Context: an optimization exercise on an open-source flow, tuned for small area. The choices shown serve that exercise and are no tape-out recipe. In this exercise RTL edits were held to simulation tests only and were not proved equivalent to the original. No activity file was given, so power comes from the tool's default toggle rates.

[design/flow/run.sh]
#!/bin/bash
# synth_recipe.tcl (not shown) runs the flow's synth.tcl, then flattens the netlist and writes it again
# the make line also repeats each setting of config.mk as NAME=value (left out here)
make -C /OpenROAD-flow-scripts/flow DESIGN_CONFIG=/design/flow/config.mk WORK_HOME=/design/flow/orfs CLKGATE_MAP_FILE= SYNTH_SCRIPT=/design/flow/synth_recipe.tcl finish
[design/flow/config.mk]
export PLATFORM = sky130hd
export DESIGN_NAME = armv7_multicycle_core
export DESIGN_NICKNAME = armv7_multicycle_core
export VERILOG_FILES = /design/flow/design.v
export SDC_FILE = /design/flow/constraint.sdc
export NUM_CORES = 4
export LEC_CHECK = 0
export CAP_MARGIN = 20
export CORE_MARGIN = 2
export CORE_UTILIZATION = 40
export SLEW_MARGIN = 20
[design/flow/constraint.sdc]
create_clock -name core_clock -period 8.0 [get_ports {Clock}]
set_input_delay 1.6000 -clock core_clock [delete_from_list [all_inputs] [get_ports {Clock}]]
set_output_delay 1.6000 -clock core_clock [all_outputs]
set_load 0.01 [all_outputs]
[design/flow/design.v]
`default_nettype none
module armv7_multicycle_core #(
    parameter int ADDR_WIDTH = 10
) (
    input  logic                  Clock,
    input  logic                  Reset,
    input  logic                  Halt,
    output logic                  mem_req,
    output logic                  mem_we,
    output logic [ADDR_WIDTH-1:0] mem_addr,
    output logic [31:0]           mem_wdata,
    input  logic [31:0]           mem_rdata,
    input  logic                  mem_ack,
    output logic [ADDR_WIDTH-1:0] pc,
    output logic [31:0]           instr,
    output logic [2:0]            state,
    output logic [3:0]            flags,
    output logic                  retired
);
    typedef enum logic [2:0] {
        FETCH  = 3'd0,
        DECODE = 3'd1,
        EXEC   = 3'd2,
        MEM    = 3'd3,
        HALTED = 3'd4
    } state_t;
    state_t                r_state;
    state_t                w_next_state;
    logic [ADDR_WIDTH-1:0] r_pc;
    logic [ADDR_WIDTH-1:0] r_addr;
    logic [31:0]           r_instr;
    logic [31:0]           r_wdata;
    logic [31:0]           r_op_a;
    logic [31:0]           r_op_b;
    logic [3:0]            r_flags;
    logic                  r_cond_ok;
    logic [31:0]           r_regs [16];
    logic [3:0] w_cond, w_opcode, w_rn, w_rd;
    logic [2:0] w_itype;
    logic       w_s, w_u, w_l;
    logic       w_is_i, w_is_r, w_is_d, w_is_b;
    assign w_cond   = r_instr[31:28];
    assign w_itype  = r_instr[27:25];
    assign w_opcode = r_instr[24:21];
    assign w_u      = r_instr[23];
    assign w_s      = r_instr[20];
    assign w_l      = r_instr[20];
    assign w_rn     = r_instr[19:16];
    assign w_rd     = r_instr[15:12];
    assign w_is_i   = (w_itype == 3'b001);
    assign w_is_r   = (w_itype == 3'b000);
    assign w_is_d   = (w_itype == 3'b010);
    assign w_is_b   = (w_itype == 3'b101);
    function automatic logic [31:0] ror32(input logic [31:0] x, input logic [4:0] n);
        logic [63:0] t;
        t = {x, x} >> n;
        ror32 = t[31:0];
    endfunction
    function automatic logic cond_pass(input logic [3:0] c, input logic [3:0] f);
        logic base;
        case (c[3:1])
            3'd0:    base = f[2];
            3'd1:    base = f[1];
            3'd2:    base = f[3];
            3'd3:    base = f[0];
            3'd4:    base = f[1] & ~f[2];
            3'd5:    base = (f[3] == f[0]);
            3'd6:    base = ~f[2] & (f[3] == f[0]);
            default: base = 1'b1;
        endcase
        cond_pass = base ^ c[0];
    endfunction
    logic [31:0] w_rm, w_shifted, w_imm_rot;
    logic [4:0]  w_shamt;
    assign w_shamt   = r_instr[11:7];
    assign w_imm_rot = ror32({{24{r_instr[7]}}, r_instr[7:0]}, {r_instr[11:8], 1'b0});
    always_comb begin
        w_rm = r_regs[r_instr[3:0]];
        case (r_instr[6:5])
            2'b00:   w_shifted = w_rm << w_shamt;
            2'b01:   w_shifted = w_rm >> w_shamt;
            2'b10:   w_shifted = $signed(w_rm) >>> w_shamt;
            default: w_shifted = ror32(w_rm, w_shamt);
        endcase
    end
    logic [31:0] w_add_x, w_add_y, w_logic_res, w_alu_res;
    logic        w_add_cin, w_arith, w_alu_v, w_rd_we;
    logic [32:0] w_sum;
    logic [3:0]  w_alu_flags;
    always_comb begin
        w_add_x     = r_op_a;
        w_add_y     = r_op_b;
        w_add_cin   = 1'b0;
        w_arith     = 1'b1;
        w_logic_res = 32'd0;
        case (w_opcode)
            4'b0010, 4'b1010: begin w_add_y = ~r_op_b; w_add_cin = 1'b1; end
            4'b0011: begin w_add_x = r_op_b; w_add_y = ~r_op_a; w_add_cin = 1'b1; end
            4'b0100, 4'b1011: ;
            4'b0101: w_add_cin = r_flags[1];
            4'b0110: begin w_add_y = ~r_op_b; w_add_cin = r_flags[1]; end
            4'b0111: begin w_add_x = r_op_b; w_add_y = ~r_op_a; w_add_cin = r_flags[1]; end
            default: w_arith = 1'b0;
        endcase
        case (w_opcode)
            4'b0000, 4'b1000: w_logic_res = r_op_a & r_op_b;
            4'b0001, 4'b1001: w_logic_res = r_op_a ^ r_op_b;
            4'b1100:          w_logic_res = r_op_a | r_op_b;
            4'b1101:          w_logic_res = r_op_b;
            4'b1110:          w_logic_res = r_op_a & ~r_op_b;
            4'b1111:          w_logic_res = ~r_op_b;
            default:          w_logic_res = 32'd0;
        endcase
    end
    assign w_sum       = {1'b0, w_add_x} + {1'b0, w_add_y} + {32'd0, w_add_cin};
    assign w_alu_res   = w_arith ? w_sum[31:0] : w_logic_res;
    assign w_alu_v     = (w_add_x[31] == w_add_y[31]) & (w_sum[31] != w_add_x[31]);
    assign w_alu_flags = {w_alu_res[31], (w_alu_res == 32'd0),
                          w_arith ? w_sum[32] : r_flags[1],
                          w_arith ? w_alu_v   : r_flags[0]};
    assign w_rd_we     = ~w_opcode[3] | w_opcode[2];
    logic [ADDR_WIDTH-1:0] w_pc_plus4, w_br_target, w_d_addr;
    assign w_pc_plus4  = r_pc + ADDR_WIDTH'(4);
    assign w_br_target = r_pc + ADDR_WIDTH'({r_instr[7:0], 2'b00});
    assign w_d_addr    = w_u ? (r_op_a[ADDR_WIDTH-1:0] + ADDR_WIDTH'(r_instr[9:0]))
                             : (r_op_a[ADDR_WIDTH-1:0] - ADDR_WIDTH'(r_instr[9:0]));
    always_ff @(posedge Clock) begin
        if (Reset) r_state <= FETCH;
        else       r_state <= w_next_state;
    end
    always_comb begin
        w_next_state = r_state;
        mem_req      = 1'b0;
        mem_we       = 1'b0;
        mem_addr     = '0;
        retired      = 1'b0;
        case (r_state)
            FETCH: begin
                mem_req  = 1'b1;
                mem_addr = r_pc;
                if (mem_ack) w_next_state = DECODE;
            end
            DECODE: w_next_state = EXEC;
            EXEC: begin
                if (w_is_d & r_cond_ok) begin
                    w_next_state = MEM;
                end else begin
                    retired      = 1'b1;
                    w_next_state = Halt ? HALTED : FETCH;
                end
            end
            MEM: begin
                mem_req  = 1'b1;
                mem_we   = ~w_l;
                mem_addr = r_addr;
                if (mem_ack) begin
                    retired      = 1'b1;
                    w_next_state = Halt ? HALTED : FETCH;
                end
            end
            HALTED: if (!Halt) w_next_state = FETCH;
            default: w_next_state = FETCH;
        endcase
        if (Reset) begin
            mem_req = 1'b0;
            mem_we  = 1'b0;
            retired = 1'b0;
        end
    end
    always_ff @(posedge Clock) begin
        if (Reset) begin
            r_pc      <= '0;
            r_addr    <= '0;
            r_instr   <= 32'd0;
            r_wdata   <= 32'd0;
            r_op_a    <= 32'd0;
            r_op_b    <= 32'd0;
            r_flags   <= 4'd0;
            r_cond_ok <= 1'b0;
            for (int i = 0; i < 16; i++) r_regs[i] <= 32'd0;
        end else begin
            case (r_state)
                FETCH: if (mem_ack) r_instr <= mem_rdata;
                DECODE: begin
                    r_op_a    <= r_regs[w_rn];
                    r_op_b    <= w_is_i ? w_imm_rot : w_shifted;
                    r_cond_ok <= cond_pass(w_cond, r_flags);
                end
                EXEC: begin
                    if (w_is_d & r_cond_ok) begin
                        r_addr  <= w_d_addr;
                        r_wdata <= r_regs[w_rd];
                    end else begin
                        r_pc <= (r_cond_ok & w_is_b) ? w_br_target : w_pc_plus4;
                        if (r_cond_ok & (w_is_i | w_is_r)) begin
                            if (w_rd_we) r_regs[w_rd] <= w_alu_res;
                            if (w_s)     r_flags      <= w_alu_flags;
                        end
                    end
                end
                MEM: begin
                    if (mem_ack) begin
                        if (w_l) r_regs[w_rd] <= mem_rdata;
                        r_pc <= w_pc_plus4;
                    end
                end
                default: ;
            endcase
        end
    end
    assign pc        = r_pc;
    assign instr     = r_instr;
    assign state     = r_state;
    assign flags     = r_flags;
    assign mem_wdata = r_wdata;
endmodule
`default_nettype wire
==> results.txt <==
-- power groups by stage --
stage	registers [mW]	logic (mW)	clock network, mW
6_report	4.44	6.10	3.84
5_1_grt	4.45	6.35	3.98
4_1_cts	4.41	5.85	3.86
3_5_place_dp	4.48	5.83	0
3_3_place_gp	4.48	5.81	0
2_1_floorplan	4.17	3.90	0
-- cell families after synthesis --
group / count (synthesis) / synth area share
adder cells (fa/ha/maj): 85 / 0.0225
multiplexers: 680 / 0.244
flip-flops: 670 / 0.381
AO/OA/AOI/OAI: 1148 / 0.150
XOR/XNOR: 48 / 0.00865
other: 1 / 0.0000771
AND/OR/NAND/NOR: 1653 / 0.144
buffers and inverters: 559 / 0.0491
-- how the worst min path moves through the flow --
stage	startpoint	endpoint	slack, ps	cells past startpoint
floorplan	r_addr[3]	r_addr[3]	430	2
global placement	r_addr[0]	r_addr[0]	440	2
global route	r_wdata[6]	r_wdata[6]	480	2
detailed placement	r_wdata[21]	r_wdata[21]	450	2
finish	r_wdata[21]	r_wdata[21]	450	2
CTS	r_wdata[21]	r_wdata[21]	460	2
-- layer usage --
metal	vias to the layer above	global-route usage	wire [um]
met4	4	0.184	14100
li1	18300	-	-
met2	3660	0.496	92200
met3	725	0.0900	29100
met5	-	0	34
met1	21900	0.459	81900
-- worst max-delay path, stage by stage, from the launching register on --
cell	delay, ps
dfxtp_2	320
clkinv_1	260
or3_2	900
o31ai_4	350
nand2_1	110
o21ai_0	90
o21ai_0	110
ha_1	420
a21oi_1	380
o21ai_0	260
a2111oi_0	490
and3_1	330
a21o_1	200
o21ai_1	150
a21o_1	260
a211oi_1	730
and2_1	860
nor3_1	120
-- final cells by class --
cell class                 count  area (um^2)  share of cell area
multi-input combinational   3616        27900               0.516
sequential                   670        18600               0.344
timing repair buffer         275         2420              0.0448
clock buffer                  99         2140              0.0396
tap                         1612         2020              0.0373
clock inverter                47          582              0.0108
inverter                     114          428             0.00791
antenna                        2         5.00           0.0000925
-- registers in the layout, indices dropped and copies added (netlist names), named ones only --
name / cells
r_regs: 512
r_instr: 32
r_op_a: 32
r_op_b: 32
r_wdata: 32
r_addr: 10
r_pc: 8
r_flags: 4
r_state: 3
r_cond_ok: 1
-- cells in the final DEF, fill, tap and decap left out, types with 74 or more instances in the layout --
cell type	Yosys	final
nand3_1	104	98
o22ai_1	103	103
nor2_1	757	754
dfxtp_1	158	140
inv_1	110	108
edfxtp_1	512	512
a22oi_1	74	74
ha_1	81	81
nand2_1	517	505
mux4_2	399	399
clkbuf_16	0	80
mux2i_1	245	240
o21ai_0	254	254
buf_4	19	145
a21oi_1	304	304
clkdlybuf4s50_1	0	126
-- synthesized netlist by cell type, types with 74 or more instances --
library cell	number	area share
nor2_1	757	0.058
nand2_1	517	0.040
edfxtp_1	512	0.32
mux4_2	399	0.18
clkbuf_1	330	0.025
a21oi_1	304	0.031
o21ai_0	254	0.026
mux2i_1	245	0.050
dfxtp_1	158	0.065
inv_1	110	0.0085
nand3_1	104	0.011
o22ai_1	103	0.013
ha_1	81	0.021
a22oi_1	74	0.011
==> impl_metrics.sql <==
INSERT INTO impl_metrics (metric_group, metric, value, unit) VALUES
('status', 'result_of_the_run', 'finished clean', ''),
('clock_network', 'clk-insertion-delay-late', '690', 'ps'),
('route', 'route.final.wire_length', '217000', 'um'),
('grt', 'grt_first_pass_wirelength', '308000', 'um'),
('worst_setup_path', 'setup.reg_to_reg.worst_slack', '1350', 'ps'),
('sta', 'worst_slew_pin_slew', '1220', 'ps'),
('sta', 'setup_total_negative_slack', '0', 'ps'),
('floorplanning', 'core', '120000', 'um^2'),
('sta', 'grt_setup_unrepaired', 'no', ''),
('sta', 'final.setup.worst_slack', '1350', 'ps'),
('pwr', 'vdd_drop_max', '0.171', 'mV'),
('pwr', 'power_switching', '6.11', 'mW'),
('placement', 'cell_area_after_placement', '51400', 'um^2'),
('floorplanning', 'placementRows', '127', ''),
('worst_setup_path', 'cp-startpoint', 'r_instr[22]', ''),
('logic_synthesis', 'synth_area', '48600', 'um^2'),
('sta', 'timing.max_slew.rel_slack', '0.186', ''),
('logic_synthesis', 'asyncSetResetFlopFracSynth', '0', ''),
('clock_network', 'htreeDepth', '3', ''),
('logic_synthesis', 'cell_count_after_synthesis', '4844', ''),
('pwr', 'power_density_cells', '266', 'nW/um^2'),
('placement', 'dpl_worst_slack', '1630', 'ps'),
('cells_and_area', 'instances_no_fill', '6435', ''),
('clock_network', 'cts_buffer_count', '79', ''),
('worst_setup_path', 'cp_startpoint_kind', 'flip-flop', ''),
('cells_and_area', 'area_delta_synth_final', '11.3', '%'),
('logic_synthesis', 'proportion_of_synthesized_chip_area_in_sequential_cells', '0.381', ''),
('sta', 'timing_hold_violations_final', '0', ''),
('logic_synthesis', 'number_of_distinct_library_cell_variants_in_the_gate_level_netlist_after_synthesis', '97', ''),
('worst_setup_path', 'cp_class', 'flip-flop to flip-flop', ''),
('floorplanning', 'initial_core_util', '0.404', ''),
('pwr', 'clkPwrFrac', '0.267', ''),
('sta', 'fin_worst_skew', '41.3', 'ps'),
('worst_setup_path', 'arrival', '7040', 'ps'),
('logic_synthesis', 'synth-main-ff-cell', 'edfxtp_1', ''),
('sta', 'timing.final.crit_share', '0.832', ''),
('pwr', 'seq_power_share', '0.309', ''),
('placement', 'numPortBuffers', '127', ''),
('cells_and_area', 'post_route_cells_drive_above_1_share', '0.166', ''),
('clock_network', 'cts_tree', 'built', ''),
('sta', 'maxClockFrequency', '150', 'MHz'),
('grt', 'grt_start_max_net_pins', '107', ''),
('clock_network', 'postCtsSetupRepairBufs', '0', ''),
('cells_and_area', 'design_area', '54100', 'um^2'),
('sta', 'worst_hold_slack', '452', 'ps'),
('pwr', 'post-layout-total-power', '14.4', 'mW'),
('worst_setup_path', 'worstPathRequired', '8380', 'ps'),
('sta', 'period_needed', '6650', 'ps'),
('logic_synthesis', 'ys.warnings.count', '1', ''),
('clock_network', 'clkSinkCount', '670', ''),
('clock_network', 'post_cts_resize_count', '0', ''),
('logic_synthesis', 'synth_area_per_cell', '10.0', 'um^2'),
('pwr', 'proportion_of_power_drawn_by_combinational_gates', '0.424', ''),
('route', 'vias_per_cell', '6.92', ''),
('floorplanning', 'floorplan.io_pins', '130', ''),
('flow_run', 'timing.max_cap.violations', '0', ''),
('clock_network', 'clkTransAtPathRegs', '60', 'ps'),
('grt', 'globalRouteTotalUtil', '0.339', ''),
('floorplanning', 'die_h', '353', 'um'),
('cells_and_area', 'final_core_util', '0.450', ''),
('logic_synthesis', 'postSynthRegisterBits', '670', ''),
('worst_setup_path', 'reg2regPathDepth', '17', ''),
('worst_setup_path', 'timing.rr.end', 'r_regs[9][31]', ''),
('logic_synthesis', 'synth_edf_count', '512', ''),
('route', 'ant_nets', '0', ''),
('placement', 'gpl.final_weighted_congestion', '1.05', ''),
('cells_and_area', 'number_of_filler_instances_in_the_final_layout', '11300', ''),
('floorplanning', 'die_area', '124000', 'um^2'),
('cells_and_area', 'total_number_of_nets_in_the_final_design', '4877', ''),
('route', 'detail_route.iter0.violations', '7814', ''),
('placement', 'dp.final_hpwl', '146000', 'um');

==> port drivers added, routing unchanged <==
How much do the figures lean on ideal ports? The routed layout below was timed once more, with nothing changed but the port constraints. Step 1 (the two cells are an assumption about what drives the block):
set clk [get_ports {Clock}]
set_driving_cell -lib_cell sky130_fd_sc_hd__clkbuf_16 $clk
set_driving_cell -lib_cell sky130_fd_sc_hd__buf_2 [delete_from_list [all_inputs] $clk]
Step 2 adds t to the input delays and takes it off the output delays; t is the mean of the earliest and latest rising clock arrival at the registers after step 1. Input paths then give back, and output paths get back, about the clock's delay inside the block. a / b / c = ideal ports / drivers / drivers and shift; a / b = the first two.
shift t [ns]: 0.745
slack for setup (ns): 1.346 / 1.346 / 1.346
worst setup path after step 2: register to register
latest minus earliest clock arrival (ns): 0.042 / 0.042
worst slew at a driven data input, ns: 0.05
After both steps setup and hold are still met in this run. For this run, drivers alone change the setup slack by 0.000 ns; drivers and shift together by 0.000 ns.
